Context: an optimization exercise on an open-source flow, tuned for small area, a short achievable clock period and few clock cycles per item. The choices shown serve that exercise and are no tape-out recipe. Only simulation tests tie the RTL to the original design; equivalence was not proved. No activity file was given, so power comes from the tool's default toggle rates.

==> flow/design.v <==
package emdf_pkg;
  localparam int DUR_W      = 16;
  localparam int SPEED_W    = 12;
  localparam int DIST_W     = 20;
  localparam int COUNT_W    = 3;
  localparam int PROD_W     = DUR_W + SPEED_W;
  localparam int PROD_SHIFT = 8;
  localparam int CFG_IDX_W  = 1;
  localparam logic [SPEED_W-1:0] HALF_SPEED_RESET = 12'd1124;
  localparam logic [DIST_W-1:0]  MIN_DIST_RESET   = 20'd1536;
  localparam logic [DUR_W-1:0]   LIMIT_RESET      = 16'd349;
  localparam logic [CFG_IDX_W-1:0] REG_HALF_SPEED = 1'b0;
  localparam logic [CFG_IDX_W-1:0] REG_MIN_DIST   = 1'b1;
  typedef logic [DIST_W-1:0] dist_t;
  typedef logic [DUR_W-1:0]  dur_t;
endpackage
import emdf_pkg::*;
module emdf_cell (
  input  logic [SPEED_W-1:0] speed,
  input  logic [11:0]        s,
  input  logic [11:0]        c,
  input  logic               cin,
  input  logic [3:0]         m4,
  output logic [11:0]        s_next,
  output logic [11:0]        c_next,
  output logic               cout,
  output logic [3:0]         low
);
  logic [15:0] p0, p1, p2, p3, sv, cv;
  logic [15:0] x1, y1, x2, y2, x3, y3, x4, y4;
  logic [4:0]  lsum;
  assign sv = 16'(s);
  assign cv = 16'(c);
  assign p0 = m4[0] ? 16'(speed)       : 16'd0;
  assign p1 = m4[1] ? 16'(speed) << 1  : 16'd0;
  assign p2 = m4[2] ? 16'(speed) << 2  : 16'd0;
  assign p3 = m4[3] ? 16'(speed) << 3  : 16'd0;
  assign x1 = sv ^ cv ^ p0;
  assign y1 = ((sv & cv) | (sv & p0) | (cv & p0)) << 1;
  assign x2 = p1 ^ p2 ^ p3;
  assign y2 = ((p1 & p2) | (p1 & p3) | (p2 & p3)) << 1;
  assign x3 = x1 ^ y1 ^ x2;
  assign y3 = ((x1 & y1) | (x1 & x2) | (y1 & x2)) << 1;
  assign x4 = x3 ^ y3 ^ y2;
  assign y4 = ((x3 & y3) | (x3 & y2) | (y3 & y2)) << 1;
  assign lsum   = 5'(x4[3:0]) + 5'(y4[3:0]) + 5'(cin);
  assign low    = lsum[3:0];
  assign cout   = lsum[4];
  assign s_next = x4[15:4];
  assign c_next = y4[15:4];
endmodule
import emdf_pkg::*;
module emdf_chain (
  input  logic                clk,
  input  logic                acc,
  input  logic [2:0]          pos,
  input  emdf_pkg::dur_t      x,
  input  logic [2:0]          want,
  output emdf_pkg::dur_t      pick
);
  emdf_pkg::dur_t slot0, slot1, slot2;
  logic [2:0]     above;
  logic           g0, g1, g2;
  logic           lo0, lo1, lo2;
  logic           hi0, hi1, hi2;
  logic           filling;
  logic           w0, w1, w2;
  logic           s0, s1, s2;
  function automatic logic dur_gt(input logic [15:0] a, input logic [15:0] b);
    logic [15:0] g, l;
    logic [7:0]  g2, l2;
    logic [3:0]  g4, l4;
    logic [1:0]  g8, l8;
    g = a & ~b;
    l = ~a & b;
    for (int i = 0; i < 8; i++) begin
      g2[i] = g[2*i+1] | (~l[2*i+1] & g[2*i]);
      l2[i] = l[2*i+1] | (~g[2*i+1] & l[2*i]);
    end
    for (int i = 0; i < 4; i++) begin
      g4[i] = g2[2*i+1] | (~l2[2*i+1] & g2[2*i]);
      l4[i] = l2[2*i+1] | (~g2[2*i+1] & l2[2*i]);
    end
    for (int i = 0; i < 2; i++) begin
      g8[i] = g4[2*i+1] | (~l4[2*i+1] & g4[2*i]);
      l8[i] = l4[2*i+1] | (~g4[2*i+1] & l4[2*i]);
    end
    dur_gt = g8[1] | (~l8[1] & g8[0]);
  endfunction
  assign g0 = dur_gt(x, slot0);
  assign g1 = dur_gt(x, slot1);
  assign g2 = dur_gt(x, slot2);
  assign lo0 = !above[0] && !above[1];
  assign lo1 =  above[0] && !above[2];
  assign lo2 =  above[1] &&  above[2];
  assign hi0 =  above[0] &&  above[1];
  assign hi1 = !above[0] &&  above[2];
  assign hi2 = !above[1] && !above[2];
  assign filling = (pos <= 3'd2);
  assign w0 = filling ? (pos == 3'd0) : (lo0 && g0);
  assign w1 = filling ? (pos == 3'd1) : (lo1 && g1);
  assign w2 = filling ? (pos == 3'd2) : (lo2 && g2);
  always_ff @(posedge clk) begin
    if (acc) begin
      if (w0) slot0 <= x;
      if (w1) slot1 <= x;
      if (w2) slot2 <= x;
      if (w0) begin
        above[0] <= g1;
        above[1] <= g2;
      end
      if (w1) begin
        above[0] <= !g0;
        above[2] <= g2;
      end
      if (w2) begin
        above[1] <= !g0;
        above[2] <= !g1;
      end
    end
  end
  assign s0 = (want[0] && hi0) || (want[1] && !hi0 && !lo0) || (want[2] && lo0);
  assign s1 = (want[0] && hi1) || (want[1] && !hi1 && !lo1) || (want[2] && lo1);
  assign s2 = (want[0] && hi2) || (want[1] && !hi2 && !lo2) || (want[2] && lo2);
  assign pick = ({16{s0}} & slot0) | ({16{s1}} & slot1) | ({16{s2}} & slot2);
endmodule
import emdf_pkg::*;
module echo_median_distance_filter_unit #(
  parameter int WINDOW = 5
) (
  input  logic                 clk,
  input  logic                 rst,
  input  logic                 in_valid,
  output logic                 in_stall,
  input  logic [DUR_W-1:0]     echo_duration_us,
  output logic                 out_valid,
  input  logic                 out_stall,
  output logic [DIST_W-1:0]    distance_q8,
  output logic                 found,
  output logic [COUNT_W-1:0]   kept_count,
  input  logic                 cfg_valid,
  output logic                 cfg_ready,
  input  logic [CFG_IDX_W-1:0] cfg_index,
  input  logic [31:0]          cfg_data
);
  logic [SPEED_W-1:0] speed;
  emdf_pkg::dist_t    min_dist;
  logic               min_zero;
  emdf_pkg::dur_t     limit;
  logic               lim_exact;
  logic [4:0]         div_cnt;
  logic               div_busy;
  logic               div_init;
  logic               div_first;
  logic               div_sat;
  logic [12:0]        div_r2;
  logic [13:0]        div_diff;
  logic [11:0]        div_rem;
  logic               div_q;
  logic               in_acc;
  logic               ir_v;
  emdf_pkg::dur_t     ir_d;
  logic               ins;
  logic [2:0]         pos;
  logic [2:0]         kept;
  logic               keep;
  logic               win_full;
  emdf_pkg::dur_t     median;
  logic               xfer;
  logic               med_v;
  emdf_pkg::dur_t     med;
  logic [2:0]         med_count;
  logic               start;
  logic               idle;
  logic               step;
  logic [2:0]         phase;
  logic [11:0]        acc_s;
  logic [11:0]        acc_c;
  logic               acc_cin;
  logic [7:0]         prod_mid;
  logic [11:0]        s_next;
  logic [11:0]        c_next;
  logic               cout;
  logic [3:0]         low;
  logic [2:0]         res_count;
  logic               ir_v_next;
  logic               win_full_next;
  logic               med_v_next;
  function automatic logic dur_ge_gt(input logic [15:0] a, input logic [15:0] b,
                                     input logic ge);
    logic [15:0] g, l;
    logic [7:0]  g2, l2;
    logic [3:0]  g4, l4;
    logic [1:0]  g8, l8;
    g = a & ~b;
    l = ~a & b;
    for (int i = 0; i < 8; i++) begin
      g2[i] = g[2*i+1] | (~l[2*i+1] & g[2*i]);
      l2[i] = l[2*i+1] | (~g[2*i+1] & l[2*i]);
    end
    for (int i = 0; i < 4; i++) begin
      g4[i] = g2[2*i+1] | (~l2[2*i+1] & g2[2*i]);
      l4[i] = l2[2*i+1] | (~g2[2*i+1] & l2[2*i]);
    end
    for (int i = 0; i < 2; i++) begin
      g8[i] = g4[2*i+1] | (~l4[2*i+1] & g4[2*i]);
      l8[i] = l4[2*i+1] | (~g4[2*i+1] & l4[2*i]);
    end
    dur_ge_gt = (g8[1] | (~l8[1] & g8[0])) | (ge & ~(l8[1] | (~g8[1] & l8[0])));
  endfunction
  assign cfg_ready = 1'b1;
  assign div_busy  = (div_cnt != 5'd0);
  assign in_acc    = in_valid && !in_stall;
  always_ff @(posedge clk) begin
    if (rst) begin
      speed    <= HALF_SPEED_RESET;
      min_dist <= MIN_DIST_RESET;
      min_zero <= 1'b0;
    end else if (cfg_valid) begin
      case (cfg_index)
        REG_HALF_SPEED: speed <= cfg_data[SPEED_W-1:0];
        REG_MIN_DIST: begin
          min_dist <= cfg_data[DIST_W-1:0];
          min_zero <= (cfg_data[DIST_W-1:0] == '0);
        end
        default: ;
      endcase
    end
  end
  assign div_init  = (div_cnt == 5'd18);
  assign div_first = (div_cnt == 5'd17);
  assign div_r2    = {acc_c, limit[15]};
  assign div_diff  = {1'b0, div_r2} - {2'b00, speed};
  assign div_q     = !div_diff[13];
  assign div_rem   = div_q ? div_diff[11:0] : div_r2[11:0];
  always_ff @(posedge clk) begin
    if (rst) begin
      div_cnt <= 5'd0;
    end else if (cfg_valid) begin
      div_cnt <= 5'd18;
    end else if (div_busy) begin
      div_cnt <= div_cnt - 5'd1;
    end
  end
  always_ff @(posedge clk) begin
    if (rst) begin
      limit     <= LIMIT_RESET;
      lim_exact <= 1'b0;
    end else if (div_init) begin
      limit <= {min_dist[8:0], 7'd0};
    end else if (div_busy) begin
      if (div_first) begin
        limit   <= {limit[14:0], 1'b0};
        div_sat <= div_q;
      end else begin
        limit <= {limit[14:0], (div_q || div_sat) && !min_zero};
      end
      lim_exact <= ((div_r2 == {1'b0, speed}) || (div_r2 == 13'd0)) && !div_sat && !min_zero;
    end
  end
  assign ins = ir_v && (!win_full || !med_v);
  always_ff @(posedge clk) begin
    if (rst) begin
      ir_v <= 1'b0;
    end else begin
      ir_v <= ir_v_next;
    end
  end
  always_ff @(posedge clk) begin
    if (in_acc) ir_d <= echo_duration_us;
  end
  assign keep = dur_ge_gt(ir_d, limit, lim_exact);
  assign xfer = win_full && !med_v;
  always_ff @(posedge clk) begin
    if (rst) begin
      pos      <= 3'd0;
      win_full <= 1'b0;
    end else begin
      win_full <= win_full_next;
      if (ins) pos <= (pos == 3'(WINDOW - 1)) ? 3'd0 : pos + 3'd1;
    end
  end
  always_ff @(posedge clk) begin
    if (ins) kept <= ((pos == 3'd0) ? 3'd0 : kept) + 3'(keep);
  end
  emdf_chain u_chain (
    .clk  (clk),
    .acc  (ins),
    .pos  (pos),
    .x    (ir_d),
    .want ({kept == 3'd5, (kept == 3'd3) || (kept == 3'd4), (kept == 3'd1) || (kept == 3'd2)}),
    .pick (median)
  );
  assign ir_v_next     = in_acc || (ir_v && !ins);
  assign win_full_next = (win_full && !xfer) || (ins && (pos == 3'(WINDOW - 1)));
  assign med_v_next    = xfer || (med_v && (phase != 3'd4));
  always_ff @(posedge clk) begin
    if (rst) begin
      in_stall <= 1'b0;
    end else begin
      in_stall <= cfg_valid || (div_cnt > 5'd1) || (ir_v_next && win_full_next && med_v_next);
    end
  end
  always_ff @(posedge clk) begin
    if (rst) begin
      med_v <= 1'b0;
    end else begin
      med_v <= med_v_next;
    end
  end
  always_ff @(posedge clk) begin
    if (xfer) begin
      med       <= median;
      med_count <= kept;
    end else if (step) begin
      med <= med >> 4;
    end
  end
  assign start = med_v && idle && (!out_valid || !out_stall);
  assign step  = start || (phase == 3'd2) || (phase == 3'd3) || (phase == 3'd4);
  emdf_cell u_step (
    .speed  (speed),
    .s      (idle ? 12'd0 : acc_s),
    .c      (idle ? 12'd0 : acc_c),
    .cin    (idle ? 1'b0 : acc_cin),
    .m4     (med[3:0]),
    .s_next (s_next),
    .c_next (c_next),
    .cout   (cout),
    .low    (low)
  );
  always_ff @(posedge clk) begin
    if (rst) begin
      phase <= 3'd0;
      idle  <= 1'b1;
    end else if (start) begin
      phase <= 3'd2;
      idle  <= 1'b0;
    end else if (phase == 3'd5) begin
      phase <= 3'd0;
      idle  <= 1'b1;
    end else if (phase != 3'd0) begin
      phase <= phase + 3'd1;
    end
  end
  always_ff @(posedge clk) begin
    if (step) begin
      acc_s <= s_next;
    end else if (phase == 3'd5) begin
      acc_s <= acc_s + acc_c + 12'(acc_cin);
    end
  end
  always_ff @(posedge clk) begin
    if (div_init) begin
      acc_c <= {1'b0, min_dist[19:9]};
    end else if (div_busy) begin
      acc_c <= div_rem;
    end else begin
      acc_c <= c_next;
    end
    acc_cin <= cout;
  end
  always_ff @(posedge clk) begin
    if (phase == 3'd3 || phase == 3'd4) prod_mid <= {low, prod_mid[7:4]};
  end
  always_ff @(posedge clk) begin
    if (start) begin
      res_count <= med_count;
      found     <= (med_count != 3'd0);
    end
  end
  always_ff @(posedge clk) begin
    if (rst) begin
      out_valid <= 1'b0;
    end else if (phase == 3'd5) begin
      out_valid <= 1'b1;
    end else if (!out_stall) begin
      out_valid <= 1'b0;
    end
  end
  assign distance_q8 = {acc_s, prod_mid};
  assign kept_count  = res_count;
endmodule
==> flow/run.sh <==
#!/bin/bash
# synth_recipe.tcl (not shown) runs the flow's synth.tcl, then flattens the netlist and writes it again
# the make line also repeats each setting of config.mk as NAME=value (left out here)
make -C /OpenROAD-flow-scripts/flow DESIGN_CONFIG=/design/flow/config.mk WORK_HOME=/design/flow/orfs CLKGATE_MAP_FILE= SYNTH_SCRIPT=/design/flow/synth_recipe.tcl finish
==> flow/config.mk <==
export PLATFORM = sky130hd
export DESIGN_NAME = echo_median_distance_filter_unit
export DESIGN_NICKNAME = echo_median_distance_filter_unit
export VERILOG_FILES = /design/flow/design.v
export SDC_FILE = /design/flow/constraint.sdc
export NUM_CORES = 4
export LEC_CHECK = 0
export CAP_MARGIN = 20
export CORE_MARGIN = 2
export CORE_UTILIZATION = 40
export SETUP_SLACK_MARGIN = 4.2
export SLEW_MARGIN = 20
==> flow/constraint.sdc <==
create_clock -name core_clock -period 7.0 [get_ports {clk}]
set_input_delay 1.4000 -clock core_clock [delete_from_list [all_inputs] [get_ports {clk}]]
set_output_delay 1.4000 -clock core_clock [all_outputs]
set_load 0.01 [all_outputs]
==> flow_results.xml, run 1 <==
<?xml version="1.0" encoding="UTF-8"?>
<metrics>
  <group name="finish">
    <metric name="syn2layout_area_growth" unit="%">17.1</metric>
    <metric name="total_nets_final" unit="">1388</metric>
    <metric name="layout.core_utilization" unit="">0.476</metric>
    <metric name="layout_common_cells" unit="">sky130_fd_sc_hd__nand2_1, sky130_fd_sc_hd__edfxtp_1, sky130_fd_sc_hd__a21oi_1, sky130_fd_sc_hd__inv_1, sky130_fd_sc_hd__dfxtp_1</metric>
    <metric name="post_route_cells_drive_above_1_share" unit="">0.0932</metric>
    <metric name="insertedDiodeCount" unit="">0</metric>
    <metric name="mostFrequentLayoutCell" unit="">sky130_fd_sc_hd__nand2_1</metric>
  </group>
  <group name="yosys">
    <metric name="mappedNetlistArea" unit="um^2">11300</metric>
    <metric name="synth-seq-cells" unit="">194</metric>
    <metric name="synth-edff-count" unit="">114</metric>
    <metric name="synth_top_cells_by_area" unit="">sky130_fd_sc_hd__edfxtp_1, sky130_fd_sc_hd__dfxtp_1, sky130_fd_sc_hd__fa_1</metric>
    <metric name="ys_warn_count" unit="">2</metric>
    <metric name="netlist_instances" unit="">1180</metric>
    <metric name="netlist.area_leader.share" unit="">0.302</metric>
    <metric name="synth.largest_area_cell" unit="">sky130_fd_sc_hd__edfxtp_1</metric>
    <metric name="synth_nets" unit="">1325</metric>
    <metric name="synthesis.area_per_instance" unit="um^2">9.60</metric>
    <metric name="synth-async-reset-ratio" unit="">0</metric>
    <metric name="synth-main-ff-cell" unit="">sky130_fd_sc_hd__edfxtp_1</metric>
    <metric name="ys_seq_area_frac" unit="">0.443</metric>
    <metric name="synth_cell_types" unit="">78</metric>
  </group>
  <group name="cts">
    <metric name="cts_tree" unit="">built</metric>
    <metric name="clk_path_buf_depth" unit="">2</metric>
    <metric name="clockRootBuffer" unit="">sky130_fd_sc_hd__clkbuf_16</metric>
    <metric name="clk_pin_slew_worst_paths" unit="ps">80</metric>
    <metric name="htree_num_levels" unit="">4</metric>
    <metric name="post_cts_hold_buffer_count" unit="">0</metric>
    <metric name="clock_sink_count" unit="">194</metric>
    <metric name="worstSkewPairLatency" unit="ps">440</metric>
    <metric name="cts-buffers-inserted" unit="">17</metric>
  </group>
  <group name="placement">
    <metric name="portBuffers" unit="">67</metric>
    <metric name="dp_hpwl" unit="um">19900</metric>
    <metric name="gp_routability_congestion" unit="">0.859</metric>
  </group>
  <group name="sta">
    <metric name="drv_slew" unit="">0</metric>
    <metric name="slew_hr" unit="">0.289</metric>
    <metric name="fin_skew" unit="ps">15.8</metric>
    <metric name="fmax" unit="MHz">365</metric>
    <metric name="final-setup-viol-count" unit="">0</metric>
    <metric name="post-route-min-period" unit="ps">2740</metric>
    <metric name="timing_worst_slew_pin_value" unit="ps">1060</metric>
    <metric name="finalCritPeriodShare" unit="">0.391</metric>
    <metric name="finalHoldViolations" unit="">0</metric>
    <metric name="finalSetupTns" unit="ps">0</metric>
    <metric name="rsz_0062_raised_after_global_routing" unit="">true</metric>
  </group>
  <group name="setup_path">
    <metric name="worstSetupEndpointType" unit="">register</metric>
    <metric name="crit_path_frequent_cell" unit="">sky130_fd_sc_hd__maj3_2</metric>
    <metric name="setup.worst_path.start_class" unit="">register</metric>
    <metric name="timing.critical_path.slowest_cell_delay" unit="ps">490</metric>
    <metric name="worstReg2RegStart" unit="">ir_d[2]</metric>
    <metric name="critical_path_peak_fanout" unit="">16</metric>
    <metric name="timing.critical_path.max_delay_family" unit="">adder cells</metric>
    <metric name="crit_path_top_delay_cell" unit="">sky130_fd_sc_hd__edfxtp_1</metric>
    <metric name="worstPathCellList" unit="">nor2b_4, maj3_2, maj3_2, maj3_2, o31ai_4, a221oi_2, o21ai_2, nor2_4, buf_12</metric>
    <metric name="timing_worst_setup_path_type" unit="">register to register</metric>
    <metric name="count_of_buffering_cells_on_the_critical_path_with_inverters_included" unit="">1</metric>
    <metric name="required" unit="ps">7200</metric>
    <metric name="setup.worst_path.start" unit="">ir_d[2]</metric>
    <metric name="crit_arrival" unit="ps">2940</metric>
  </group>
  <group name="drt">
    <metric name="drc" unit="">0</metric>
    <metric name="routedWlPerCell" unit="um">16.4</metric>
    <metric name="drt_iter0_drc" unit="">727</metric>
    <metric name="drt_wl_total" unit="um">26800</metric>
    <metric name="post_drt_via_cell_ratio" unit="">5.31</metric>
    <metric name="routed-via-count" unit="">8671</metric>
    <metric name="antenna_left" unit="">0</metric>
    <metric name="drt_first_pass_iters" unit="">7</metric>
  </group>
  <group name="min_path">
    <metric name="holdCritPathClass" unit="">register to register</metric>
    <metric name="worstHoldStart" unit="">med_count[1]</metric>
  </group>
  <group name="outcome">
    <metric name="status" unit="">no timing/DRC/antenna violations</metric>
  </group>
  <group name="floorplanning">
    <metric name="fp-row-count" unit="">61</metric>
    <metric name="boundaryPins" unit="">81</metric>
    <metric name="die-width" unit="um">172</metric>
    <metric name="initial_core_util" unit="">0.407</metric>
    <metric name="die_h" unit="um">172</metric>
    <metric name="die-area" unit="um^2">29700</metric>
    <metric name="core_region_area" unit="um^2">27900</metric>
  </group>
  <group name="global_route">
    <metric name="pin_count_of_the_biggest_net_entering_global_routing" unit="">69</metric>
    <metric name="grt_pass1_vias" unit="">8247</metric>
    <metric name="grt_overflow" unit="">0</metric>
    <metric name="initial_antenna_violation_count" unit="">0</metric>
    <metric name="grt_util_all_layers" unit="">0.189</metric>
    <metric name="grt_pass1_wl" unit="um">43500</metric>
  </group>
  <group name="power">
    <metric name="design_power_total" unit="mW">3.47</metric>
    <metric name="total_leakage_power" unit="nW">5.12</metric>
    <metric name="cellPowerDensity" unit="nW/um^2">261</metric>
    <metric name="peakVddDrop" unit="V">0.000143</metric>
  </group>
  <group name="flow_run">
    <metric name="drv.max_cap_violation_count" unit="">0</metric>
  </group>
</metrics>
[metal layers]
metal	up-vias	GRT usage	routed length, um
met4	0	0.0574	485
met2	204	0.309	12700
li1	4280	-	-
met5	-	0	0
met3	35	0.0311	1070
met1	4152	0.258	12600
[Yosys cell counts (6+ instances only)]
library cell	number
sky130_fd_sc_hd__nor3_1	13
sky130_fd_sc_hd__xnor2_1	12
sky130_fd_sc_hd__nor2_1	68
sky130_fd_sc_hd__a21oi_1	101
sky130_fd_sc_hd__o21ai_0	27
sky130_fd_sc_hd__xor2_1	11
sky130_fd_sc_hd__o21ai_1	27
sky130_fd_sc_hd__nand2_1	198
sky130_fd_sc_hd__a31oi_1	8
sky130_fd_sc_hd__edfxtp_1	114
sky130_fd_sc_hd__nor4_1	12
sky130_fd_sc_hd__and3_1	6
sky130_fd_sc_hd__nand3_1	14
sky130_fd_sc_hd__o22ai_1	16
sky130_fd_sc_hd__dfxtp_1	80
sky130_fd_sc_hd__maj3_2	7
sky130_fd_sc_hd__inv_2	7
sky130_fd_sc_hd__inv_1	97
sky130_fd_sc_hd__a21o_1	9
sky130_fd_sc_hd__ha_1	44
sky130_fd_sc_hd__maj3_1	15
sky130_fd_sc_hd__nor2b_1	14
sky130_fd_sc_hd__a311oi_1	9
sky130_fd_sc_hd__clkbuf_1	42
sky130_fd_sc_hd__fa_1	47
sky130_fd_sc_hd__and2_1	17
sky130_fd_sc_hd__a222oi_1	20
sky130_fd_sc_hd__nand2b_1	39
sky130_fd_sc_hd__a211o_1	6
sky130_fd_sc_hd__mux2i_1	8
[cells by family after synthesis]
group           after synthesis  share of synthesized area
compound gates              275                      0.158
xor+xnor                     23                     0.0178
fa+ha+maj                   113                      0.152
buf+inv                     156                     0.0535
flops                       194                      0.443
mux                           8                    0.00707
other cells                   1                   0.000331
simple gates                410                      0.168
[what timing repair did]
item | CTS | global route
hold endpoints to repair | 0 | 0
setup endpoints to repair | 104 | 67
gates cloned | 0 | 0
setup buffers | 15 | 8
pin swaps | 3 | 7
resized for setup | 23 | 21
[layout make-up]
cell class / instances / area [um^2]
multi-input cells: 830 / 5830
repair buffers: 95 / 926
well taps: 378 / 473
inverters: 105 / 397
flip-flops and latches: 194 / 5040
clock inverters: 13 / 164
fillers: 2623 / 14600
clock buffers: 19 / 443
[path summary, 6_finish.rpt]
kind	to	slack, ps	cells after the start
setup reg to reg	u_chain.slot2[5]	4260	9
hold reg to reg	res_count[1]	450	0
setup / recovery	u_chain.slot2[5]	4260	9
hold / removal	res_count[1]	450	0
[sequential cells by signal (all words and copies together), names as in the netlist, 3 cells and up]
signal         cells
min_dist          20
ir_d              16
limit             16
med               16
u_chain.slot0     16
u_chain.slot1     16
u_chain.slot2     16
acc_c             12
acc_s             12
speed             12
prod_mid           8
div_cnt            5
kept               3
med_count          3
phase              3
pos                3
res_count          3
u_chain.above      3
[per-stage QoR]
| stage | worst slack [ps] | instance area (um^2) | hold slack, ps | std cells |
|---|---|---|---|---|
| final | 4260 | 13300 | 450 | 1634 |
| after global routing | 4160 | 13300 | 458 | 1634 |
| after CTS | 4180 | 13100 | 452 | 1626 |
| after detailed placement | 3420 | 12300 | 435 | 1579 |
| after global placement | 3400 | 12300 | 428 | 1579 |
| after floorplan | 4210 | 11400 | 417 | 1180 |
[power breakdown]
part / internal, mW / switching [mW]
Combinational: 0.452 / 0.568
Clock: 0.522 / 0.481
Sequential: 1.32 / 0.125
Testbench counts, summed over its fixed seeds: cycles 8,208, items 1,600.
==> run 2: changes to the inputs <==
--- a/flow/config.mk
+++ b/flow/config.mk
@@ -8,5 +8,5 @@
 export CAP_MARGIN = 20
 export CORE_MARGIN = 2
 export CORE_UTILIZATION = 40
-export SETUP_SLACK_MARGIN = 4.2
+export SETUP_SLACK_MARGIN = 4.5
 export SLEW_MARGIN = 20
==> flow_results.xml, run 2 <==
<?xml version="1.0" encoding="UTF-8"?>
<metrics>
  <group name="global_route">
    <metric name="grt_overflow" unit="">0</metric>
    <metric name="pin_count_of_the_biggest_net_entering_global_routing" unit="">69</metric>
    <metric name="grt_pass1_vias" unit="">8625</metric>
    <metric name="grt_util_all_layers" unit="">0.197</metric>
    <metric name="initial_antenna_violation_count" unit="">0</metric>
    <metric name="grt_pass1_wl" unit="um">45300</metric>
  </group>
  <group name="finish">
    <metric name="largest_register" unit="">min_dist</metric>
    <metric name="mostFrequentLayoutCell" unit="">sky130_fd_sc_hd__nand2_1</metric>
    <metric name="total_nets_final" unit="">1454</metric>
    <metric name="insertedDiodeCount" unit="">0</metric>
    <metric name="post_route_cells_drive_above_1_share" unit="">0.235</metric>
    <metric name="largest_reg_flops" unit="">20</metric>
    <metric name="layout_common_cells" unit="">sky130_fd_sc_hd__nand2_1, sky130_fd_sc_hd__edfxtp_1, sky130_fd_sc_hd__a21oi_1, sky130_fd_sc_hd__inv_1, sky130_fd_sc_hd__buf_4</metric>
    <metric name="syn2layout_area_growth" unit="%">26.0</metric>
  </group>
  <group name="sta">
    <metric name="finalSetupTns" unit="ps">0</metric>
    <metric name="slew_hr" unit="">0.316</metric>
    <metric name="post-route-min-period" unit="ps">2700</metric>
    <metric name="final.hold.worst_slack" unit="ps">445</metric>
    <metric name="fin_skew" unit="ps">12.5</metric>
    <metric name="timing_worst_slew_pin_value" unit="ps">1010</metric>
    <metric name="final-setup-viol-count" unit="">0</metric>
    <metric name="finalCritPeriodShare" unit="">0.386</metric>
    <metric name="rsz_0062_raised_after_global_routing" unit="">true</metric>
    <metric name="drv_slew" unit="">0</metric>
    <metric name="fmax" unit="MHz">370</metric>
    <metric name="finalHoldViolations" unit="">0</metric>
  </group>
  <group name="yosys">
    <metric name="share_of_synthesized_cell_area_in_full_adder_half_adder_and_majority_cells" unit="">0.152</metric>
    <metric name="synth_nets" unit="">1325</metric>
    <metric name="synth_simple_gate_area_frac" unit="">0.168</metric>
    <metric name="synth.largest_area_cell" unit="">sky130_fd_sc_hd__edfxtp_1</metric>
    <metric name="synth_top_family_by_area" unit="">simple AND/OR/NAND/NOR gates</metric>
    <metric name="synth_compound_gate_area_share" unit="">0.158</metric>
    <metric name="synth-main-ff-cell" unit="">sky130_fd_sc_hd__edfxtp_1</metric>
    <metric name="synth.cells.most_frequent" unit="">sky130_fd_sc_hd__nand2_1, sky130_fd_sc_hd__edfxtp_1, sky130_fd_sc_hd__a21oi_1</metric>
    <metric name="synth_cell_types" unit="">78</metric>
    <metric name="synth_top_cells_by_area" unit="">sky130_fd_sc_hd__edfxtp_1, sky130_fd_sc_hd__dfxtp_1, sky130_fd_sc_hd__fa_1</metric>
    <metric name="netlist_instances" unit="">1180</metric>
    <metric name="synth-edff-count" unit="">114</metric>
    <metric name="synthesis.area_per_instance" unit="um^2">9.60</metric>
    <metric name="synthXorXnorAreaFrac" unit="">0.0178</metric>
    <metric name="ys_seq_area_frac" unit="">0.443</metric>
    <metric name="netlist.area_leader.share" unit="">0.302</metric>
    <metric name="synthMostInstantiatedCell" unit="">sky130_fd_sc_hd__nand2_1</metric>
    <metric name="mappedNetlistArea" unit="um^2">11300</metric>
    <metric name="synth-async-reset-ratio" unit="">0</metric>
    <metric name="ys_warn_count" unit="">2</metric>
    <metric name="synth-seq-cells" unit="">194</metric>
    <metric name="synthMuxAreaShare" unit="">0.00707</metric>
  </group>
  <group name="setup_path">
    <metric name="required" unit="ps">7190</metric>
    <metric name="critical_path_peak_fanout" unit="">5</metric>
    <metric name="count_of_buffering_cells_on_the_critical_path_with_inverters_included" unit="">1</metric>
    <metric name="crit_path_frequent_cell" unit="">sky130_fd_sc_hd__fa_1</metric>
    <metric name="crit_path_top_delay_cell" unit="">sky130_fd_sc_hd__fa_1</metric>
    <metric name="worstSetupEndpointType" unit="">register</metric>
    <metric name="crit_arrival" unit="ps">2900</metric>
    <metric name="worstPathCellList" unit="">nand2_2, fa_1, fa_1, inv_2, fa_1, ha_4, xnor2_1</metric>
    <metric name="timing_worst_setup_path_type" unit="">register to register</metric>
    <metric name="setup.worst_path.start_class" unit="">register</metric>
    <metric name="timing.critical_path.max_delay_family" unit="">adder cells</metric>
    <metric name="timing.critical_path.slowest_cell_delay" unit="ps">540</metric>
  </group>
  <group name="floorplanning">
    <metric name="die_h" unit="um">172</metric>
    <metric name="die-width" unit="um">172</metric>
    <metric name="boundaryPins" unit="">81</metric>
    <metric name="die-area" unit="um^2">29700</metric>
    <metric name="initial_core_util" unit="">0.407</metric>
    <metric name="fp-row-count" unit="">61</metric>
    <metric name="core_region_area" unit="um^2">27900</metric>
  </group>
  <group name="drt">
    <metric name="drc" unit="">0</metric>
    <metric name="post_drt_via_cell_ratio" unit="">5.34</metric>
    <metric name="drt_wl_total" unit="um">28900</metric>
    <metric name="drt_iter0_drc" unit="">906</metric>
    <metric name="antenna_left" unit="">0</metric>
    <metric name="routed-via-count" unit="">9067</metric>
    <metric name="routedWlPerCell" unit="um">17.0</metric>
    <metric name="drt_first_pass_iters" unit="">9</metric>
  </group>
  <group name="flow_run">
    <metric name="drv.max_cap_violation_count" unit="">0</metric>
  </group>
  <group name="power">
    <metric name="peakVddDrop" unit="V">0.000144</metric>
    <metric name="cellPowerDensity" unit="nW/um^2">248</metric>
    <metric name="total_leakage_power" unit="nW">5.70</metric>
  </group>
  <group name="cts">
    <metric name="clock_sink_count" unit="">194</metric>
    <metric name="worstSkewPairLatency" unit="ps">440</metric>
    <metric name="cts_tree" unit="">built</metric>
    <metric name="cts-buffers-inserted" unit="">17</metric>
    <metric name="clockRootBuffer" unit="">sky130_fd_sc_hd__clkbuf_16</metric>
    <metric name="clk_path_buf_depth" unit="">2</metric>
    <metric name="htree_num_levels" unit="">4</metric>
    <metric name="post_cts_hold_buffer_count" unit="">0</metric>
    <metric name="clk_pin_slew_worst_paths" unit="ps">70</metric>
  </group>
  <group name="placement">
    <metric name="portBuffers" unit="">67</metric>
    <metric name="gp_routability_congestion" unit="">0.887</metric>
    <metric name="dp_hpwl" unit="um">19800</metric>
  </group>
  <group name="outcome">
    <metric name="status" unit="">no timing/DRC/antenna violations</metric>
  </group>
  <group name="min_path">
    <metric name="holdCritPathClass" unit="">register to register</metric>
  </group>
</metrics>
## run 2: cell counts after synthesis
No cell type changed its count.
## run 2: area by class of cell
cell class / count / area (um^2)
inverter: 105 / 403
fill: 2490 / 13600
clock buffer: 19 / 433
sequential: 194 / 5060
timing repair buffer: 160 / 1470
multi-input combinational: 831 / 6330
tap: 378 / 473
clock inverter: 12 / 105
## run 2: path summary, 6_finish.rpt
path	from	end	slack, ps	depth (start not counted)
worst max-delay path	med[0]	prod_mid[7]	4300	7
worst min register to register	med_count[2]	res_count[2]	440	0
worst max register to register	med[0]	prod_mid[7]	4300	7
worst min-delay path	med_count[2]	res_count[2]	440	0
## run 2: cell families (layout without fill, tap and decap cells)
kind of cell | count (synthesis) | in the layout
xor+xnor | 23 | 23
fa+ha+maj | 113 | 113
simple gates | 410 | 411
other cells | 1 | 1
compound gates | 275 | 275
mux | 8 | 8
buf+inv | 156 | 296
flops | 194 | 194
## run 2: per-stage QoR
| step | setup WS, ps | power (mW) | utilization | area (um^2) | cells |
|---|---|---|---|---|---|
| 6_report | 4300 | 3.54 | 0.513 | 14300 | 1699 |
| 5_1_grt | 4230 | 3.72 | 0.513 | 14300 | 1699 |
| 4_1_cts | 4280 | 3.45 | 0.493 | 13700 | 1671 |
| 3_5_place_dp | 3420 | 2.44 | 0.443 | 12400 | 1578 |
| 3_3_place_gp | 3430 | 2.43 | 0.443 | 12400 | 1578 |
| 2_1_floorplan | 4270 | 2.19 | - | 11500 | 1180 |
## run 2: layer usage
layer,up-vias,wire length (um),GRT usage
met3,46,1310,0.0211
met5,-,0,0
li1,4403,-,-
met1,4380,13100,0.271
met2,238,13800,0.321
met4,0,718,0.0745
## run 2: worst reg2reg max path, delay by kind of cell (launching register included)
family                   cells  cell delay [ps]
buffers and inverters        1               40
AND/OR/NAND/NOR              1              100
XOR/XNOR                     1              120
adder cells (fa/ha/maj)      4             1700
flip-flops                   1              500
## run 2: where the power goes
group          switching, mW  internal [mW]  leakage [nW]
sequential             0.139           1.32          1.70
combinational          0.621          0.539          3.74
clock                  0.461          0.462         0.255
total                   1.22           2.32          5.70
## run 2: repair_timing
item | 4_1_cts | 5_1_grt
cloned | 3 | 1
endpoints found under the setup margin | 197 | 133
pin swaps | 38 | 54
resized for setup | 142 | 111
buffers inserted | 59 | 27
==> run 3: changes to the inputs <==
--- a/flow/config.mk
+++ b/flow/config.mk
@@ -8,5 +8,5 @@
 export CAP_MARGIN = 20
 export CORE_MARGIN = 2
 export CORE_UTILIZATION = 40
-export SETUP_SLACK_MARGIN = 4.5
+export SETUP_SLACK_MARGIN = 3.9
 export SLEW_MARGIN = 20
==> flow_results.xml, run 3 <==
<?xml version="1.0" encoding="UTF-8"?>
<metrics>
  <group name="finish">
    <metric name="largest_register" unit="">min_dist</metric>
    <metric name="syn2layout_area_growth" unit="%">14.3</metric>
    <metric name="mostFrequentLayoutCell" unit="">sky130_fd_sc_hd__nand2_1</metric>
    <metric name="total_nets_final" unit="">1367</metric>
    <metric name="insertedDiodeCount" unit="">0</metric>
    <metric name="final.fill_count" unit="">2611</metric>
    <metric name="layout_common_cells" unit="">sky130_fd_sc_hd__nand2_1, sky130_fd_sc_hd__edfxtp_1, sky130_fd_sc_hd__a21oi_1, sky130_fd_sc_hd__inv_1, sky130_fd_sc_hd__dfxtp_1</metric>
    <metric name="layout.core_utilization" unit="">0.465</metric>
    <metric name="ff_latch_area" unit="um^2">5030</metric>
    <metric name="postLayoutCellArea" unit="um^2">12900</metric>
    <metric name="largest_reg_flops" unit="">20</metric>
    <metric name="multiInputGateArea" unit="um^2">5730</metric>
    <metric name="post_route_cells_drive_above_1_share" unit="">0.0615</metric>
  </group>
  <group name="sta">
    <metric name="final-setup-viol-count" unit="">0</metric>
    <metric name="rsz_0062_raised_after_global_routing" unit="">true</metric>
    <metric name="fmax" unit="MHz">331</metric>
    <metric name="drv_slew" unit="">0</metric>
    <metric name="finalHoldViolations" unit="">0</metric>
    <metric name="slew_hr" unit="">0.262</metric>
    <metric name="timing_worst_slew_pin_value" unit="ps">1100</metric>
    <metric name="finalSetupTns" unit="ps">0</metric>
    <metric name="fin_skew" unit="ps">10.6</metric>
    <metric name="finalCritPeriodShare" unit="">0.431</metric>
    <metric name="post-route-min-period" unit="ps">3020</metric>
  </group>
  <group name="yosys">
    <metric name="synthesis.area_per_instance" unit="um^2">9.60</metric>
    <metric name="synth_nets" unit="">1325</metric>
    <metric name="mappedNetlistArea" unit="um^2">11300</metric>
    <metric name="netlist.area_leader.share" unit="">0.302</metric>
    <metric name="synth.largest_area_cell" unit="">sky130_fd_sc_hd__edfxtp_1</metric>
    <metric name="synth-async-reset-ratio" unit="">0</metric>
    <metric name="synth.cells.most_frequent" unit="">sky130_fd_sc_hd__nand2_1, sky130_fd_sc_hd__edfxtp_1, sky130_fd_sc_hd__a21oi_1</metric>
    <metric name="synth-seq-cells" unit="">194</metric>
    <metric name="synth-edff-count" unit="">114</metric>
    <metric name="ys_warn_count" unit="">2</metric>
    <metric name="netlist_instances" unit="">1180</metric>
    <metric name="synthMostInstantiatedCell" unit="">sky130_fd_sc_hd__nand2_1</metric>
    <metric name="synth_top_cells_by_area" unit="">sky130_fd_sc_hd__edfxtp_1, sky130_fd_sc_hd__dfxtp_1, sky130_fd_sc_hd__fa_1</metric>
    <metric name="synth-main-ff-cell" unit="">sky130_fd_sc_hd__edfxtp_1</metric>
    <metric name="ys_seq_area_frac" unit="">0.443</metric>
    <metric name="synth_cell_types" unit="">78</metric>
  </group>
  <group name="placement">
    <metric name="dp_hpwl" unit="um">19900</metric>
    <metric name="portBuffers" unit="">67</metric>
    <metric name="dpl-instance-area" unit="um^2">12300</metric>
    <metric name="gp_routability_congestion" unit="">0.870</metric>
  </group>
  <group name="cts">
    <metric name="clockRootBuffer" unit="">sky130_fd_sc_hd__clkbuf_16</metric>
    <metric name="clock_sink_count" unit="">194</metric>
    <metric name="clk_path_buf_depth" unit="">2</metric>
    <metric name="post_cts_hold_buffer_count" unit="">0</metric>
    <metric name="clk_pin_slew_worst_paths" unit="ps">80</metric>
    <metric name="worstSkewPairLatency" unit="ps">440</metric>
    <metric name="htree_num_levels" unit="">4</metric>
    <metric name="cts_tree" unit="">built</metric>
    <metric name="cts-buffers-inserted" unit="">17</metric>
  </group>
  <group name="power">
    <metric name="p_int" unit="mW">2.24</metric>
    <metric name="pwr-share-clk" unit="">0.290</metric>
    <metric name="swShare" unit="">0.347</metric>
    <metric name="design_power_total" unit="mW">3.42</metric>
    <metric name="total_leakage_power" unit="nW">4.97</metric>
    <metric name="pwr-share-seq" unit="">0.422</metric>
    <metric name="switching_power_total" unit="mW">1.19</metric>
    <metric name="peakVddDrop" unit="V">0.000146</metric>
    <metric name="power.combinational.fraction" unit="">0.288</metric>
    <metric name="cellPowerDensity" unit="nW/um^2">265</metric>
  </group>
  <group name="global_route">
    <metric name="gr-usage-met2" unit="">0.306</metric>
    <metric name="met1_usage" unit="">0.254</metric>
    <metric name="grt_pass1_vias" unit="">8268</metric>
    <metric name="pin_count_of_the_biggest_net_entering_global_routing" unit="">69</metric>
    <metric name="grt_overflow" unit="">0</metric>
    <metric name="grt_util_all_layers" unit="">0.186</metric>
    <metric name="gr-max-usage-layer" unit="">met2</metric>
    <metric name="grt_use_met3" unit="">0.0293</metric>
    <metric name="initial_antenna_violation_count" unit="">0</metric>
    <metric name="grt_pass1_wl" unit="um">43000</metric>
  </group>
  <group name="floorplanning">
    <metric name="initial_core_util" unit="">0.407</metric>
    <metric name="die_h" unit="um">172</metric>
    <metric name="fp-row-count" unit="">61</metric>
    <metric name="die-area" unit="um^2">29700</metric>
    <metric name="boundaryPins" unit="">81</metric>
    <metric name="die-width" unit="um">172</metric>
    <metric name="core_region_area" unit="um^2">27900</metric>
  </group>
  <group name="outcome">
    <metric name="status" unit="">no timing/DRC/antenna violations</metric>
  </group>
  <group name="drt">
    <metric name="routedWlPerCell" unit="um">16.5</metric>
    <metric name="drc" unit="">0</metric>
    <metric name="drt_wl_total" unit="um">26600</metric>
    <metric name="drt_first_pass_iters" unit="">7</metric>
    <metric name="routed-via-count" unit="">8624</metric>
    <metric name="drt_iter0_drc" unit="">762</metric>
    <metric name="post_drt_via_cell_ratio" unit="">5.35</metric>
    <metric name="antenna_left" unit="">0</metric>
  </group>
  <group name="setup_path">
    <metric name="worstSetupEndpointType" unit="">register</metric>
    <metric name="critical_path_peak_fanout" unit="">19</metric>
    <metric name="required" unit="ps">7170</metric>
    <metric name="timing_worst_setup_path_type" unit="">primary input to register</metric>
    <metric name="crit_arrival" unit="ps">3190</metric>
    <metric name="setup.worst_path.start_class" unit="">primary input</metric>
  </group>
  <group name="flow_run">
    <metric name="drv.max_cap_violation_count" unit="">0</metric>
  </group>
  <group name="min_path">
    <metric name="holdCritPathClass" unit="">register to register</metric>
  </group>
</metrics>
==> run 3: logic make-up after synthesis <==
family,count (synthesis),synth area share
fa+ha+maj,113,0.152
mux,8,0.00707
buf+inv,156,0.0535
flops,194,0.443
other cells,1,0.000331
simple gates,410,0.168
xor+xnor,23,0.0178
compound gates,275,0.158
==> run 3: timing repair <==
item	CTS	global route
gates cloned	0	0
setup endpoints to repair	31	58
setup buffers	0	2
gates resized for setup	4	4
==> run 3: stage by stage <==
step           hold slack, ps  worst slack (ps)  instances
2_1_floorplan             417              3970       1180
3_3_place_gp              429              3230       1579
3_5_place_dp              436              3190       1579
4_1_cts                   449              3910       1611
5_1_grt                   467              3810       1613
6_report                  450              3980       1613
==> run 3: power groups by stage <==
stage	sequential, mW	combinational (mW)	clock [mW]
floorplan	1.41	0.778	0
global placement	1.47	0.954	0
detailed placement	1.47	0.974	0
CTS	1.45	0.978	1.01
global route	1.46	1.12	1.06
finish	1.45	0.985	0.993
==> run 3: area by class of cell <==
cell class / instances / area share
well taps: 378 / 0.0365
repair buffers: 74 / 0.0555
clock buffers: 17 / 0.0329
clock inverters: 15 / 0.0136
flip-flops and latches: 194 / 0.388
inverters: 105 / 0.0304
multi-input cells: 830 / 0.443
==> run 3: critical path, cell delays in order <==
cell,delay (ps)
sky130_fd_sc_hd__clkdlybuf4s50_1,460
sky130_fd_sc_hd__nand2_1,70
sky130_fd_sc_hd__and3_1,310
sky130_fd_sc_hd__a211oi_1,310
sky130_fd_sc_hd__nand2_1,380
sky130_fd_sc_hd__nand2_1,180
sky130_fd_sc_hd__o21ai_1,70
==> run 3: path summary, 6_finish.rpt <==
path | end | cells after the start | slack, ps | startpoint
max | acc_s[2] | 7 | 3980 | out_stall
min | res_count[2] | 0 | 450 | med_count[2]
max reg2reg | prod_mid[7] | 7 | 4020 | med[0]
min reg2reg | res_count[2] | 0 | 450 | med_count[2]
==> run 3: per-layer routing <==
metal	wire length [um]	share of wire
met5	0	0
met3	1310	0.049
met4	418	0.016
met1	12500	0.47
met2	12400	0.47
==> run 4: changes to the inputs <==
==> flow/flow/run.sh (new file) <==
#!/bin/bash
# Standard layout (the standard.sh: standard synthesis, ORFS floorplan to finish), with
# one change: the port buffers are sky130_fd_sc_hd__buf_2 instead of the cell buffer_ports
# picks by default (clkdlybuf4s50_1, a delay cell). Every port still gets its buffer.
set -euo pipefail
bash standard.sh BUFFER_PORTS_ARGS="-buffer_cell sky130_fd_sc_hd__buf_2" finish > standard_flow.log 2>&1
==> flow/standard.sh (new file) <==
#!/bin/bash
# synth_recipe.tcl (not shown) runs the flow's synth.tcl, then flattens the netlist and writes it again
# the make line also repeats each setting of config.mk as NAME=value (left out here)
make -C /OpenROAD-flow-scripts/flow DESIGN_CONFIG=/design/flow/config.mk WORK_HOME=/design/flow/orfs CLKGATE_MAP_FILE= SYNTH_SCRIPT=/design/flow/synth_recipe.tcl "${@:-finish}"
--- a/flow/config.mk
+++ b/flow/config.mk
@@ -8,5 +8,5 @@
 export CAP_MARGIN = 20
 export CORE_MARGIN = 2
 export CORE_UTILIZATION = 40
-export SETUP_SLACK_MARGIN = 3.9
+export SETUP_SLACK_MARGIN = 4.4
 export SLEW_MARGIN = 20
removed: flow/run.sh
==> flow_results.xml, run 4 <==
<?xml version="1.0" encoding="UTF-8"?>
<metrics>
  <group name="yosys">
    <metric name="ys_seq_area_frac" unit="">0.443</metric>
    <metric name="synth_top_family_by_area" unit="">simple AND/OR/NAND/NOR gates</metric>
    <metric name="synth-edff-count" unit="">114</metric>
    <metric name="synthXorXnorAreaFrac" unit="">0.0178</metric>
    <metric name="synth-main-ff-cell" unit="">sky130_fd_sc_hd__edfxtp_1</metric>
    <metric name="synth_nets" unit="">1325</metric>
    <metric name="mappedNetlistArea" unit="um^2">11300</metric>
    <metric name="synth_compound_gate_area_share" unit="">0.158</metric>
    <metric name="netlist.area_leader.share" unit="">0.302</metric>
    <metric name="synth_simple_gate_area_frac" unit="">0.168</metric>
    <metric name="synthesis.area_per_instance" unit="um^2">9.60</metric>
    <metric name="synth.cells.most_frequent" unit="">sky130_fd_sc_hd__nand2_1, sky130_fd_sc_hd__edfxtp_1, sky130_fd_sc_hd__a21oi_1</metric>
    <metric name="synthMostInstantiatedCell" unit="">sky130_fd_sc_hd__nand2_1</metric>
    <metric name="synthMuxAreaShare" unit="">0.00707</metric>
    <metric name="synth-seq-cells" unit="">194</metric>
    <metric name="synth.largest_area_cell" unit="">sky130_fd_sc_hd__edfxtp_1</metric>
    <metric name="ys_warn_count" unit="">2</metric>
    <metric name="netlist_instances" unit="">1180</metric>
    <metric name="synth-async-reset-ratio" unit="">0</metric>
    <metric name="synth_top_cells_by_area" unit="">sky130_fd_sc_hd__edfxtp_1, sky130_fd_sc_hd__dfxtp_1, sky130_fd_sc_hd__fa_1</metric>
    <metric name="share_of_synthesized_cell_area_in_full_adder_half_adder_and_majority_cells" unit="">0.152</metric>
    <metric name="synth_cell_types" unit="">78</metric>
  </group>
  <group name="setup_path">
    <metric name="timing.critical_path.max_delay_family" unit="">adder cells</metric>
    <metric name="setup.worst_path.start_class" unit="">register</metric>
    <metric name="required" unit="ps">7200</metric>
    <metric name="reg2reg_setup_slack" unit="ps">4290</metric>
    <metric name="worstSetupEndpointType" unit="">register</metric>
    <metric name="reg2reg_to" unit="">prod_mid[7]</metric>
    <metric name="worstReg2RegStart" unit="">med[1]</metric>
    <metric name="critical_path_peak_fanout" unit="">4</metric>
    <metric name="worstPathCellList" unit="">nand2_2, fa_1, fa_1, inv_1, fa_1, ha_4, xnor2_1</metric>
    <metric name="timing.critical_path.slowest_cell_delay" unit="ps">540</metric>
    <metric name="count_of_buffering_cells_on_the_critical_path_with_inverters_included" unit="">1</metric>
    <metric name="timing_worst_setup_path_type" unit="">register to register</metric>
    <metric name="crit_path_top_delay_cell" unit="">sky130_fd_sc_hd__fa_1</metric>
    <metric name="crit_path_frequent_cell" unit="">sky130_fd_sc_hd__fa_1</metric>
    <metric name="number_of_cells_on_the_worst_reg_to_reg_path" unit="">7</metric>
    <metric name="crit_arrival" unit="ps">2910</metric>
  </group>
  <group name="power">
    <metric name="total_leakage_power" unit="nW">5.38</metric>
    <metric name="cellPowerDensity" unit="nW/um^2">261</metric>
    <metric name="peakVddDrop" unit="V">0.000134</metric>
    <metric name="design_power_total" unit="mW">3.52</metric>
  </group>
  <group name="drt">
    <metric name="drt_wl_total" unit="um">27900</metric>
    <metric name="routed-via-count" unit="">8959</metric>
    <metric name="drt_first_pass_iters" unit="">6</metric>
    <metric name="post_drt_via_cell_ratio" unit="">5.38</metric>
    <metric name="drt_iter0_drc" unit="">772</metric>
    <metric name="routedWlPerCell" unit="um">16.8</metric>
    <metric name="drc" unit="">0</metric>
    <metric name="antenna_left" unit="">0</metric>
  </group>
  <group name="sta">
    <metric name="finalHoldViolations" unit="">0</metric>
    <metric name="timing_worst_slew_pin_value" unit="ps">831</metric>
    <metric name="final.hold.worst_slack" unit="ps">447</metric>
    <metric name="fmax" unit="MHz">369</metric>
    <metric name="setup_slack" unit="ps">4290</metric>
    <metric name="post-route-min-period" unit="ps">2710</metric>
    <metric name="finalSetupTns" unit="ps">0</metric>
    <metric name="finalCritPeriodShare" unit="">0.387</metric>
    <metric name="rsz_0062_raised_after_global_routing" unit="">true</metric>
    <metric name="final-setup-viol-count" unit="">0</metric>
    <metric name="slew_hr" unit="">0.438</metric>
    <metric name="fin_skew" unit="ps">12.7</metric>
    <metric name="drv_slew" unit="">0</metric>
  </group>
  <group name="min_path">
    <metric name="holdCritPathClass" unit="">register to register</metric>
    <metric name="hold-path-cell-count" unit="">0</metric>
    <metric name="worstHoldStart" unit="">med_count[2]</metric>
    <metric name="endpoint_with_the_worst_hold_slack" unit="">res_count[2]</metric>
  </group>
  <group name="floorplanning">
    <metric name="boundaryPins" unit="">81</metric>
    <metric name="die_h" unit="um">172</metric>
    <metric name="fp-row-count" unit="">61</metric>
    <metric name="core_region_area" unit="um^2">27900</metric>
    <metric name="die-width" unit="um">172</metric>
    <metric name="die-area" unit="um^2">29700</metric>
    <metric name="initial_core_util" unit="">0.407</metric>
  </group>
  <group name="placement">
    <metric name="gp_routability_congestion" unit="">0.911</metric>
    <metric name="portBuffers" unit="">67</metric>
    <metric name="pre_cts_ws" unit="ps">3820</metric>
    <metric name="dp_hpwl" unit="um">19700</metric>
  </group>
  <group name="cts">
    <metric name="clk_pin_slew_worst_paths" unit="ps">80</metric>
    <metric name="cts-buffers-inserted" unit="">17</metric>
    <metric name="clock_sink_count" unit="">194</metric>
    <metric name="worstSkewPairLatency" unit="ps">440</metric>
    <metric name="clk_path_buf_depth" unit="">2</metric>
    <metric name="clockRootBuffer" unit="">sky130_fd_sc_hd__clkbuf_16</metric>
    <metric name="post_cts_hold_buffer_count" unit="">0</metric>
    <metric name="cts_tree" unit="">built</metric>
    <metric name="htree_num_levels" unit="">4</metric>
  </group>
  <group name="global_route">
    <metric name="pin_count_of_the_biggest_net_entering_global_routing" unit="">69</metric>
    <metric name="grt_pass1_vias" unit="">8587</metric>
    <metric name="grt_util_all_layers" unit="">0.190</metric>
    <metric name="grt_overflow" unit="">0</metric>
    <metric name="initial_antenna_violation_count" unit="">0</metric>
    <metric name="grt_pass1_wl" unit="um">43800</metric>
  </group>
  <group name="finish">
    <metric name="syn2layout_area_growth" unit="%">18.8</metric>
    <metric name="layout.core_utilization" unit="">0.483</metric>
    <metric name="layout_common_cells" unit="">sky130_fd_sc_hd__nand2_1, sky130_fd_sc_hd__edfxtp_1, sky130_fd_sc_hd__a21oi_1, sky130_fd_sc_hd__inv_1</metric>
    <metric name="mostFrequentLayoutCell" unit="">sky130_fd_sc_hd__nand2_1</metric>
    <metric name="total_nets_final" unit="">1418</metric>
    <metric name="insertedDiodeCount" unit="">0</metric>
    <metric name="post_route_cells_drive_above_1_share" unit="">0.209</metric>
    <metric name="final.fill_count" unit="">2594</metric>
    <metric name="largest_register" unit="">min_dist</metric>
    <metric name="largest_reg_flops" unit="">20</metric>
  </group>
  <group name="flow_run">
    <metric name="drv.max_cap_violation_count" unit="">0</metric>
  </group>
  <group name="outcome">
    <metric name="status" unit="">no timing/DRC/antenna violations</metric>
  </group>
</metrics>
==> run 4: routing by layer <==
metal,track usage,up-vias,share of wire
li1,-,4333,-
met1,0.255,4330,0.46
met2,0.314,244,0.47
met5,0,-,0
met4,0.0647,0,0.028
met3,0.0288,52,0.047
==> run 4: how the worst max path moves through the flow <==
stage	start	endpoint	slack [ps]	depth (start not counted)
CTS	med[3]	prod_mid[7]	4260	7
finish	med[1]	prod_mid[7]	4290	7
detailed placement	out_stall	acc_s[11]	3820	6
global placement	out_stall	acc_s[11]	3820	6
global route	med[1]	prod_mid[7]	4190	7
floorplan	med[1]	prod_mid[7]	4270	8
==> run 4: worst register-to-register path: stages (launching register included) <==
cell and delay, ps:
sky130_fd_sc_hd__edfxtp_1 490, sky130_fd_sc_hd__nand2_2 110, sky130_fd_sc_hd__fa_1 430, sky130_fd_sc_hd__fa_1 540, sky130_fd_sc_hd__inv_1 50, sky130_fd_sc_hd__fa_1 520, sky130_fd_sc_hd__ha_4 210, sky130_fd_sc_hd__xnor2_1 110
==> run 4: stage by stage <==
step | instances | area, um^2
detailed placement | 1579 | 12000
global placement | 1579 | 12000
floorplan | 1180 | 11400
finish | 1664 | 13500
global route | 1664 | 13500
CTS | 1639 | 13100
==> run 4: repair_timing <==
item | 4_1_cts | 5_1_grt
cloned | 2 | 0
pin swaps | 39 | 53
buffers inserted | 26 | 25
setup endpoints to repair | 108 | 87
resized for setup | 57 | 53
==> run 4: logic make-up after synthesis <==
logic type / Yosys count
other: 1
muxes: 8
AOI/OAI and AO/OA: 275
DFF: 194
buffers and inverters: 156
xor gates and xnor gates: 23
and+or+nand+nor: 410
adders and majority gates: 113
==> run 4: layout make-up <==
class,instances,area [um^2],area share
Clock buffer,18,429,0.0319
Clock inverter,14,164,0.0122
Inverter,105,397,0.0295
Multi-Input combinational cell,830,6100,0.453
Sequential cell,194,5050,0.375
Tap cell,378,473,0.0351
Timing Repair Buffer,125,848,0.0630
==> run 4: power breakdown <==
group	total (mW)	switching, mW	internal [mW]
logic	1.07	0.595	0.479
registers	1.45	0.132	1.32
clock network	0.990	0.479	0.511
==> run 5: changes to the inputs <==
--- a/flow/config.mk
+++ b/flow/config.mk
@@ -8,5 +8,5 @@
 export CAP_MARGIN = 20
 export CORE_MARGIN = 2
 export CORE_UTILIZATION = 40
-export SETUP_SLACK_MARGIN = 4.4
+export SETUP_SLACK_MARGIN = 4.2
 export SLEW_MARGIN = 20
==> flow_results.xml, run 5 <==
<?xml version="1.0" encoding="UTF-8"?>
<metrics>
  <group name="yosys">
    <metric name="synth_top_cells_by_area" unit="">sky130_fd_sc_hd__edfxtp_1, sky130_fd_sc_hd__dfxtp_1, sky130_fd_sc_hd__fa_1</metric>
    <metric name="synth-main-ff-cell" unit="">sky130_fd_sc_hd__edfxtp_1</metric>
    <metric name="synth_nets" unit="">1325</metric>
    <metric name="mappedNetlistArea" unit="um^2">11300</metric>
    <metric name="netlist_instances" unit="">1180</metric>
    <metric name="synthMostInstantiatedCell" unit="">sky130_fd_sc_hd__nand2_1</metric>
    <metric name="synth.largest_area_cell" unit="">sky130_fd_sc_hd__edfxtp_1</metric>
    <metric name="synth-seq-cells" unit="">194</metric>
    <metric name="synth.cells.most_frequent" unit="">sky130_fd_sc_hd__nand2_1, sky130_fd_sc_hd__edfxtp_1, sky130_fd_sc_hd__a21oi_1</metric>
    <metric name="synthesis.area_per_instance" unit="um^2">9.60</metric>
    <metric name="netlist.area_leader.share" unit="">0.302</metric>
    <metric name="synth-async-reset-ratio" unit="">0</metric>
    <metric name="synth-edff-count" unit="">114</metric>
    <metric name="synth_cell_types" unit="">78</metric>
    <metric name="ys_warn_count" unit="">2</metric>
    <metric name="ys_seq_area_frac" unit="">0.443</metric>
  </group>
  <group name="floorplanning">
    <metric name="boundaryPins" unit="">81</metric>
    <metric name="fp-row-count" unit="">61</metric>
    <metric name="die-width" unit="um">172</metric>
    <metric name="die-area" unit="um^2">29700</metric>
    <metric name="initial_core_util" unit="">0.407</metric>
    <metric name="core_region_area" unit="um^2">27900</metric>
    <metric name="die_h" unit="um">172</metric>
  </group>
  <group name="drt">
    <metric name="routedWlPerCell" unit="um">16.4</metric>
    <metric name="antenna_left" unit="">0</metric>
    <metric name="drc" unit="">0</metric>
    <metric name="drt_iter0_drc" unit="">803</metric>
    <metric name="drt_first_pass_iters" unit="">8</metric>
    <metric name="post_drt_via_cell_ratio" unit="">5.32</metric>
    <metric name="routed-via-count" unit="">8689</metric>
    <metric name="drt_wl_total" unit="um">26800</metric>
  </group>
  <group name="cts">
    <metric name="clk_pin_slew_worst_paths" unit="ps">80</metric>
    <metric name="cts_tree" unit="">built</metric>
    <metric name="post_cts_hold_buffer_count" unit="">0</metric>
    <metric name="cts-buffers-inserted" unit="">17</metric>
    <metric name="htree_num_levels" unit="">4</metric>
    <metric name="clock_sink_count" unit="">194</metric>
    <metric name="worstSkewPairLatency" unit="ps">450</metric>
    <metric name="clockRootBuffer" unit="">sky130_fd_sc_hd__clkbuf_16</metric>
    <metric name="clk_path_buf_depth" unit="">2</metric>
  </group>
  <group name="min_path">
    <metric name="holdCritPathClass" unit="">register to register</metric>
    <metric name="endpoint_with_the_worst_hold_slack" unit="">prod_mid[0]</metric>
    <metric name="hold-path-cell-count" unit="">0</metric>
    <metric name="worstHoldStart" unit="">prod_mid[4]</metric>
  </group>
  <group name="global_route">
    <metric name="grt_pass1_vias" unit="">8198</metric>
    <metric name="grt_util_all_layers" unit="">0.186</metric>
    <metric name="initial_antenna_violation_count" unit="">0</metric>
    <metric name="grt_pass1_wl" unit="um">42800</metric>
    <metric name="grt_overflow" unit="">0</metric>
    <metric name="pin_count_of_the_biggest_net_entering_global_routing" unit="">69</metric>
  </group>
  <group name="power">
    <metric name="p_int" unit="mW">2.31</metric>
    <metric name="total_leakage_power" unit="nW">5.11</metric>
    <metric name="power.combinational.fraction" unit="">0.285</metric>
    <metric name="pwr-share-clk" unit="">0.303</metric>
    <metric name="pwr-share-seq" unit="">0.412</metric>
    <metric name="switching_power_total" unit="mW">1.19</metric>
    <metric name="swShare" unit="">0.341</metric>
    <metric name="peakVddDrop" unit="V">0.000161</metric>
    <metric name="cellPowerDensity" unit="nW/um^2">271</metric>
  </group>
  <group name="finish">
    <metric name="largest_register" unit="">min_dist</metric>
    <metric name="post_route_cells_drive_above_1_share" unit="">0.138</metric>
    <metric name="insertedDiodeCount" unit="">0</metric>
    <metric name="largest_reg_flops" unit="">20</metric>
    <metric name="final_cell_count_without_fillers" unit="">1632</metric>
    <metric name="layout_common_cells" unit="">sky130_fd_sc_hd__nand2_1, sky130_fd_sc_hd__edfxtp_1, sky130_fd_sc_hd__a21oi_1, sky130_fd_sc_hd__inv_1, sky130_fd_sc_hd__dfxtp_1</metric>
    <metric name="syn2layout_area_growth" unit="%">13.9</metric>
    <metric name="mostFrequentLayoutCell" unit="">sky130_fd_sc_hd__nand2_1</metric>
    <metric name="total_nets_final" unit="">1386</metric>
  </group>
  <group name="setup_path">
    <metric name="setup.worst_path.start" unit="">med[0]</metric>
    <metric name="worstReg2RegStart" unit="">med[0]</metric>
    <metric name="reg2reg_setup_slack" unit="ps">4250</metric>
    <metric name="required" unit="ps">7200</metric>
    <metric name="timing_worst_setup_path_type" unit="">register to register</metric>
    <metric name="number_of_cells_on_the_worst_reg_to_reg_path" unit="">7</metric>
    <metric name="worstSetupEndpointType" unit="">register</metric>
    <metric name="crit_arrival" unit="ps">2950</metric>
    <metric name="setup.worst_path.start_class" unit="">register</metric>
    <metric name="critical_path_peak_fanout" unit="">4</metric>
    <metric name="reg2reg_to" unit="">prod_mid[7]</metric>
  </group>
  <group name="sta">
    <metric name="fin_skew" unit="ps">12.2</metric>
    <metric name="finalHoldViolations" unit="">0</metric>
    <metric name="post-route-min-period" unit="ps">2750</metric>
    <metric name="finalCritPeriodShare" unit="">0.392</metric>
    <metric name="final.hold.worst_slack" unit="ps">444</metric>
    <metric name="fmax" unit="MHz">364</metric>
    <metric name="timing_worst_slew_pin_value" unit="ps">937</metric>
    <metric name="finalSetupTns" unit="ps">0</metric>
    <metric name="slew_hr" unit="">0.373</metric>
    <metric name="drv_slew" unit="">0</metric>
    <metric name="final-setup-viol-count" unit="">0</metric>
    <metric name="rsz_0062_raised_after_global_routing" unit="">true</metric>
  </group>
  <group name="flow_run">
    <metric name="drv.max_cap_violation_count" unit="">0</metric>
  </group>
  <group name="placement">
    <metric name="placed_cells_incl_taps" unit="">1580</metric>
    <metric name="dp_hpwl" unit="um">19600</metric>
    <metric name="gp_routability_congestion" unit="">0.871</metric>
    <metric name="portBuffers" unit="">67</metric>
  </group>
  <group name="outcome">
    <metric name="status" unit="">no timing/DRC/antenna violations</metric>
  </group>
</metrics>
run 5: through the flow:
stage                     worst slack [ps]   util  instance area [um^2]  power [mW]
after floorplan                       4210      -                 11400        2.19
after CTS                             4200  0.459                 12800        3.50
after detailed placement              3760  0.431                 12000        2.43
after global routing                  4100  0.464                 12900        3.70
final                                 4250  0.464                 12900        3.50
after global placement                3770  0.431                 12000        2.41
run 5: metal layers:
layer  track usage  part of all wire  up-vias
li1              -                 -     4270
met2         0.304              0.47      226
met1         0.257              0.47     4152
met3        0.0277             0.041       41
met4        0.0537             0.019        0
met5             0                 0        -
run 5: cell type report:
class	count	area, um^2
clock buffer	17	425
timing repair buffer	93	576
inverter	105	397
clock inverter	15	229
multi-input combinational	830	5770
tap	378	473
sequential	194	5040
fill	2646	14900
run 5: cell families after synthesis:
logic type,share of synthesized area
fa+ha+maj,0.152
simple gates,0.168
flops,0.443
mux,0.00707
compound gates,0.158
xor+xnor,0.0178
buf+inv,0.0535
other cells,0.000331
run 5: how the worst max path moves through the flow:
| stage | to | slack, ps | cells past startpoint |
|---|---|---|---|
| after global placement | acc_s[11] | 3770 | 6 |
| final | prod_mid[7] | 4250 | 7 |
| after detailed placement | acc_s[11] | 3760 | 6 |
| after global routing | kept[2] | 4100 | 11 |
| after CTS | prod_mid[7] | 4200 | 7 |
| after floorplan | prod_mid[7] | 4210 | 8 |
run 5: worst max-delay path, cell delays in order, from the launching register on:
cell	delay [ps]
sky130_fd_sc_hd__edfxtp_1	430
sky130_fd_sc_hd__nand2_1	100
sky130_fd_sc_hd__fa_1	520
sky130_fd_sc_hd__fa_1	500
sky130_fd_sc_hd__inv_1	50
sky130_fd_sc_hd__fa_1	440
sky130_fd_sc_hd__ha_1	320
sky130_fd_sc_hd__xnor2_1	140
run 5: power by group through the flow:
| stage | combinational (mW) | clock [mW] | sequential (mW) |
|---|---|---|---|
| 3_5_place_dp | 0.962 | 0 | 1.47 |
| 4_1_cts | 0.975 | 1.09 | 1.44 |
| 3_3_place_gp | 0.945 | 0 | 1.47 |
| 5_1_grt | 1.12 | 1.13 | 1.46 |
| 2_1_floorplan | 0.778 | 0 | 1.41 |
| 6_report | 0.999 | 1.06 | 1.45 |
run 5: timing repair:
item,in CTS,in global routing
gates resized for setup,11,16
hold endpoints to repair,0,0
pin swaps,3,3
setup endpoints to repair,61,63
setup buffers,9,11

afterwards: timing with drivers on the ports:
The flow's constraints put no driver on any port. The routed layouts listed below were extracted and timed again, unchanged, in two steps. Step 1: set_driving_cell puts a clkbuf_16 on clk and a buf_2 on each other input, an assumption about the parent block. Step 2 times the ports against the registers' clock, not the clock port: input delays grow and output delays shrink by t, the midpoint of the rising clock arrivals with the driver on. Slacks: ideal / step 1 / step 2; pairs: ideal / step 1.
run	t (ns)	setup slack, ns	worst setup path at the end	slew at the worst register clock pin (ns)
run 1	0.483	4.260 / 4.222 / 3.815	input to register	0.08 / 0.08
run 2	0.487	4.295 / 4.295 / 4.133	input to register	0.08 / 0.08
run 3	0.482	3.980 / 3.998 / 3.516	input to register	0.08 / 0.08
run 4	0.482	4.290 / 4.290 / 4.042	input to register	0.08 / 0.08
run 5	0.485	4.253 / 4.253 / 3.939	input to register	0.08 / 0.08
After both steps every run listed still meets setup and hold. The setup slack of run 3, which loses most, moves by +0.018 ns with the drivers and by -0.464 ns with both steps.
